This design comes from an exercise in tuning for small area, a short achievable clock period and few clock cycles per item on the open sky130 flow, not from production work.
No activity file was given, so power comes from the tool's default toggle rates.

==> flow/design.v <==
`timescale 1ns/10ps
package lc4_isa_pkg;
   localparam int WORD_W    = 16;  
   localparam int REG_SEL_W = 3;   
   localparam int NZP_W     = 3;
   localparam logic [3:0] OP_ARITH = 4'b0001;
   localparam logic [3:0] OP_LOGIC = 4'b0101;
   localparam logic [3:0] OP_CONST = 4'b1001;
   localparam logic [2:0] ARITH_ADD = 3'b000;
   localparam logic [2:0] ARITH_SUB = 3'b010;
   localparam logic [2:0] LOGIC_AND = 3'b000;
   localparam logic [2:0] LOGIC_NOT = 3'b001;
   localparam logic [2:0] LOGIC_OR  = 3'b010;
   localparam logic [2:0] LOGIC_XOR = 3'b011;
   localparam logic [NZP_W-1:0] NZP_NEG  = 3'b100;
   localparam logic [NZP_W-1:0] NZP_ZERO = 3'b010;
   localparam logic [NZP_W-1:0] NZP_POS  = 3'b001;
   typedef struct packed {
      logic [3:0]           opcode;
      logic [REG_SEL_W-1:0] rd;
      logic [REG_SEL_W-1:0] rs;
      logic [2:0]           sub;   
      logic [REG_SEL_W-1:0] rt;
   } insn_reg_t;
   typedef struct packed {
      logic [3:0]           opcode;
      logic [REG_SEL_W-1:0] rd;
      logic [REG_SEL_W-1:0] rs;
      logic                 imm_flag;  
      logic [4:0]           imm5;
   } insn_imm_t;
   typedef struct packed {
      logic [3:0]           opcode;
      logic [REG_SEL_W-1:0] rd;
      logic [8:0]           imm9;  
   } insn_cst_t;
   typedef union packed {
      insn_reg_t r;
      insn_imm_t i;
      insn_cst_t c;
   } lc4_insn_u;
endpackage
`timescale 1ns/10ps
package lc4_pipe_pkg;
   localparam int WORD_W    = 16;
   localparam int REG_SEL_W = 3;
   localparam int NZP_W     = 3;
   typedef enum logic [1:0] {
      STALL_NONE  = 2'd0,  
      STALL_SPLIT = 2'd1,  
      STALL_RESET = 2'd2   
   } stall_e;
   typedef struct packed {
      logic [REG_SEL_W-1:0] rs_sel;
      logic                              rs_re;
      logic [REG_SEL_W-1:0] rt_sel;
      logic                              rt_re;
      logic [REG_SEL_W-1:0] rd_sel;
      logic                              rf_we;
      logic                              nzp_we;
   } ctrl_t;
   typedef struct packed {
      stall_e                           stall;
      logic [WORD_W-1:0]   pc;
      logic [WORD_W-1:0]                insn;  
      ctrl_t                            ctrl;
   } issue_t;
   typedef struct packed {
      logic                              we;
      logic [REG_SEL_W-1:0] sel;
      logic [WORD_W-1:0]    data;
   } wr_port_t;
   typedef struct packed {
      stall_e                            stall;
      logic [WORD_W-1:0]    pc;
      logic [WORD_W-1:0]    insn;
      logic                              rf_we;
      logic [REG_SEL_W-1:0] wsel;
      logic [WORD_W-1:0]    wdata;
      logic                              nzp_we;
      logic [NZP_W-1:0]     nzp;
   } commit_t;
endpackage
`timescale 1ns/10ps
`timescale 1ns/10ps
`timescale 1ns/10ps
`timescale 1ns/10ps
`timescale 1ns/10ps
`timescale 1ns/10ps
module lc4_superscalar #(
   parameter logic [lc4_isa_pkg::WORD_W-1:0] START_PC = 16'h8200
) (
   input  logic                            gwe,
   input  logic                            i_rst,
   output logic [lc4_isa_pkg::WORD_W-1:0]  o_pc,
   input  lc4_isa_pkg::lc4_insn_u          i_insn_a,
   input  lc4_isa_pkg::lc4_insn_u          i_insn_b,
   output lc4_pipe_pkg::commit_t           o_commit_a,
   output lc4_pipe_pkg::commit_t           o_commit_b
);
   logic [15:0] pc_q;
   always_ff @(posedge gwe) begin
      if (i_rst) pc_q <= START_PC;
      else       pc_q <= pc_q + 16'd1;
   end
   assign o_pc = pc_q;
   logic [15:0] d_insn;
   assign d_insn = i_insn_a;
   logic        x_v, x_we, x_fa, x_fb, x_sub;
   logic [15:0] x_insn, x_a, x_b;
   logic        w_v, w_we, w_z;
   logic [15:0] w_insn, w_data, w_pc;
   logic [15:0] regs [8];
   logic        d_wr, d_imm, d_sub;
   logic [2:0]  d_rs, d_rt;
   logic [15:0] d_a, d_b;
   assign d_wr  = (d_insn[15:12] == 4'b0001) || (d_insn[15:12] == 4'b0101) ||
                  (d_insn[15:12] == 4'b1001);
   assign d_imm = d_insn[5];
   assign d_sub = d_insn[15:12] == 4'b0001 && d_insn[5:3] == 3'b010;
   assign d_rs  = d_insn[8:6];
   assign d_rt  = d_insn[2:0];
   assign d_a   = (w_we && w_insn[11:9] == d_rs) ? w_data : regs[d_rs];
   assign d_b   = d_imm ? {{11{d_insn[4]}}, d_insn[4:0]} :
                  (w_we && w_insn[11:9] == d_rt) ? w_data : regs[d_rt];
   always_ff @(posedge gwe) begin
      if (i_rst) begin
         x_v  <= 1'b0;
         x_we <= 1'b0;
      end else begin
         x_v  <= 1'b1;
         x_we <= d_wr;
      end
      x_insn <= d_insn;
      x_sub  <= d_sub;
      x_a    <= d_a;
      x_b    <= d_b ^ {16{d_sub}};    
      x_fa   <= x_we && (x_insn[11:9] == d_rs);
      x_fb   <= x_we && !d_imm && (x_insn[11:9] == d_rt);
   end
   logic [15:0] op_a, bb, g, p, gg, pp, sum, res;
   logic        is_arith, is_logic, is_const, is_imm;
   logic        s_sum, s_and, s_not, s_or, s_xor;
   assign is_arith = x_insn[15:12] == 4'b0001;
   assign is_logic = x_insn[15:12] == 4'b0101;
   assign is_const = x_insn[15:12] == 4'b1001;
   assign is_imm   = x_insn[5];
   assign s_sum    = is_arith && (is_imm || !x_insn[3]);    
   assign s_and    = is_logic && (is_imm || x_insn[4:3] == 2'b00);
   assign s_not    = is_logic && !is_imm && x_insn[4:3] == 2'b01;
   assign s_or     = is_logic && !is_imm && x_insn[4:3] == 2'b10;
   assign s_xor    = is_logic && !is_imm && x_insn[4:3] == 2'b11;
   assign op_a = x_fa ? w_data : x_a;
   assign bb   = x_fb ? (w_data ^ {16{x_sub}}) : x_b;
   assign g    = op_a & bb;
   assign p    = op_a ^ bb;
   always_comb begin
      logic [15:0] gn, pn;
      gg    = g;
      pp    = p;
      gg[0] = g[0] | (p[0] & x_sub);
      for (int d = 1; d < 16; d = d * 2) begin
         gn = gg;
         pn = pp;
         for (int i = d; i < 16; i++) begin
            gn[i] = gg[i] | (pp[i] & gg[i-d]);
            pn[i] = pp[i] & pp[i-d];
         end
         gg = gn;
         pp = pn;
      end
   end
   assign sum = p ^ {gg[14:0], x_sub};
   logic [15:0] res_ns, t;
   logic        z_sum, res_z;
   assign res_ns = ({16{s_and}} & g) |
                   ({16{s_not}} & ~op_a) |
                   ({16{s_or}}  & (g | p)) |
                   ({16{s_xor}} & p) |
                   ({16{is_const}} & {{7{x_insn[8]}}, x_insn[8:0]});
   assign res    = ({16{s_sum}} & sum) | res_ns;
   assign t      = op_a | bb;
   assign z_sum  = &(p ~^ {t[14:0], x_sub});
   assign res_z  = s_sum ? z_sum : (res_ns == 16'd0);
   always_ff @(posedge gwe) begin
      if (i_rst) begin
         w_v  <= 1'b0;
         w_we <= 1'b0;
         w_pc <= START_PC - 16'd2;
      end else begin
         w_v  <= x_v;
         w_we <= x_we;
         w_pc <= w_pc + 16'd1;
      end
      w_insn <= x_insn;
      w_data <= res;
      w_z    <= res_z;
   end
   logic [15:0] rf_wd;
   assign rf_wd = w_data & ~{16{i_rst}};
   always_ff @(posedge gwe) begin
      for (int r = 0; r < 8; r++)
         if (i_rst || (w_we && w_insn[11:9] == 3'(r))) regs[r] <= rf_wd;
   end
   always_comb begin
      o_commit_a.stall  = w_v ? lc4_pipe_pkg::STALL_NONE : lc4_pipe_pkg::STALL_SPLIT;
      o_commit_a.pc     = w_pc;
      o_commit_a.insn   = w_insn;
      o_commit_a.rf_we  = w_we;
      o_commit_a.wsel   = w_insn[11:9];
      o_commit_a.wdata  = w_data;
      o_commit_a.nzp_we = w_we;
      if (w_data[15])          o_commit_a.nzp = lc4_isa_pkg::NZP_NEG;
      else if (w_z)            o_commit_a.nzp = lc4_isa_pkg::NZP_ZERO;
      else                     o_commit_a.nzp = lc4_isa_pkg::NZP_POS;
   end
   assign o_commit_b = {lc4_pipe_pkg::STALL_SPLIT, 56'd0};
endmodule
clock: 5.5 ns
lec_check: 0
abc_area: 1
cap_margin: 20
core_margin: 2
core_utilization: 40
setup_slack_margin: 2.8
slew_margin: 20
standard.sh (not shown) runs the stock make flow with config.mk's settings and CLKGATE_MAP_FILE= SYNTH_SCRIPT=/design/flow/synth_recipe.tcl, a recipe that flattens the netlist after the stock synthesis.
==> flow/flow/run.sh <==
#!/bin/bash
# The standard layout with two changes: synthesis leaves adders to abc (no
# full/half-adder cells), and the ports get plain buffers, not delay cells.
set -euo pipefail
bash standard.sh ADDER_MAP_FILE= "BUFFER_PORTS_ARGS=-buffer_cell sky130_fd_sc_hd__buf_2" finish > standard.log 2>&1
Change:
--- a/flow/design.v
+++ b/flow/design.v
@@ -104,39 +104,18 @@
       else       pc_q <= pc_q + 16'd1;
    end
    assign o_pc = pc_q;
-   logic [15:0] d_insn;
-   assign d_insn = i_insn_a;
-   logic        x_v, x_we, x_fa, x_fb, x_sub;
-   logic [15:0] x_insn, x_a, x_b;
+   logic        x_v, x_sub;
+   logic [15:0] x_insn;
+   logic [7:0]  x_rs1h, x_rt1h;    
    logic        w_v, w_we, w_z;
    logic [15:0] w_insn, w_data, w_pc;
    logic [15:0] regs [8];
-   logic        d_wr, d_imm, d_sub;
-   logic [2:0]  d_rs, d_rt;
-   logic [15:0] d_a, d_b;
-   assign d_wr  = (d_insn[15:12] == 4'b0001) || (d_insn[15:12] == 4'b0101) ||
-                  (d_insn[15:12] == 4'b1001);
-   assign d_imm = d_insn[5];
-   assign d_sub = d_insn[15:12] == 4'b0001 && d_insn[5:3] == 3'b010;
-   assign d_rs  = d_insn[8:6];
-   assign d_rt  = d_insn[2:0];
-   assign d_a   = (w_we && w_insn[11:9] == d_rs) ? w_data : regs[d_rs];
-   assign d_b   = d_imm ? {{11{d_insn[4]}}, d_insn[4:0]} :
-                  (w_we && w_insn[11:9] == d_rt) ? w_data : regs[d_rt];
-   always_ff @(posedge gwe) begin
-      if (i_rst) begin
-         x_v  <= 1'b0;
-         x_we <= 1'b0;
-      end else begin
-         x_v  <= 1'b1;
-         x_we <= d_wr;
-      end
-      x_insn <= d_insn;
-      x_sub  <= d_sub;
-      x_a    <= d_a;
-      x_b    <= d_b ^ {16{d_sub}};    
-      x_fa   <= x_we && (x_insn[11:9] == d_rs);
-      x_fb   <= x_we && !d_imm && (x_insn[11:9] == d_rt);
+   always_ff @(posedge gwe) begin
+      x_v    <= !i_rst;
+      x_insn <= i_insn_a;
+      x_sub  <= i_insn_a[15:12] == 4'b0001 && i_insn_a[5:3] == 3'b010;
+      x_rs1h <= 8'd1 << i_insn_a[8:6];
+      x_rt1h <= 8'd1 << i_insn_a[2:0];
    end
    logic [15:0] op_a, bb, g, p, gg, pp, sum, res;
    logic        is_arith, is_logic, is_const, is_imm;
@@ -150,8 +129,19 @@
    assign s_not    = is_logic && !is_imm && x_insn[4:3] == 2'b01;
    assign s_or     = is_logic && !is_imm && x_insn[4:3] == 2'b10;
    assign s_xor    = is_logic && !is_imm && x_insn[4:3] == 2'b11;
-   assign op_a = x_fa ? w_data : x_a;
-   assign bb   = x_fb ? (w_data ^ {16{x_sub}}) : x_b;
+   logic        x_we;
+   assign x_we = x_v && (is_arith || is_logic || is_const);
+   logic [15:0] rd_s, rd_t;
+   always_comb begin
+      rd_s = '0;
+      rd_t = '0;
+      for (int r = 0; r < 8; r++) begin
+         rd_s = rd_s | (regs[r] & {16{x_rs1h[r]}});
+         rd_t = rd_t | (regs[r] & {16{x_rt1h[r]}});
+      end
+   end
+   assign op_a = rd_s;
+   assign bb   = (is_imm ? {{11{x_insn[4]}}, x_insn[4:0]} : rd_t) ^ {16{x_sub}};
    assign g    = op_a & bb;
    assign p    = op_a ^ bb;
    always_comb begin
@@ -197,10 +187,10 @@
       w_z    <= res_z;
    end
    logic [15:0] rf_wd;
-   assign rf_wd = w_data & ~{16{i_rst}};
+   assign rf_wd = res & ~{16{i_rst}};
    always_ff @(posedge gwe) begin
       for (int r = 0; r < 8; r++)
-         if (i_rst || (w_we && w_insn[11:9] == 3'(r))) regs[r] <= rf_wd;
+         if (i_rst || (x_we && x_insn[11:9] == 3'(r))) regs[r] <= rf_wd;
    end
    always_comb begin
       o_commit_a.stall  = w_v ? lc4_pipe_pkg::STALL_NONE : lc4_pipe_pkg::STALL_SPLIT;
Result: Global-route usage fell by 0.57 points. Power fell by a little under a tenth. Design area fell slightly. Wire length fell by a few percent. Critical path depth rose by 6. Via count fell by a few percent. Sequential power fell by a little under a tenth. Area after synthesis fell by a few percent. Non-clock buffer count rose by 45. Cell count fell by a few percent. Hold slack hardly moves.
No functional check of the RTL was part of any run of this note.

[what the ideal ports hide]
In the flow no input, the clock included, has a driving cell. The finished layouts below were timed again as built, in two steps.
Step 1, drivers: a clkbuf_16 drives gwe and a buf_2 each remaining input, both assumed.
Step 2 adds t to the input delays and takes it off the output delays; t is the mean of the earliest and latest rising clock arrival at the registers after step 1. Input paths then give back, and output paths get back, about the clock's delay inside the block.
Slacks: ideal ports / drivers / drivers and shift; pairs: ideal ports / drivers.
| run | shift t [ns] | setup WS [ns] | hold slack, ns |
|---|---|---|---|
| the first run | 0.596 | 2.869 / 2.878 / 2.282 | 0.353 / 0.353 / 0.353 |
| the second run | 0.573 | 2.864 / 2.864 / 2.558 | 0.353 / 0.353 / 0.353 |
After both steps every run listed still meets setup and hold. The setup slack of the first run, which loses most, moves by +0.009 ns with the drivers and by -0.587 ns with both steps.
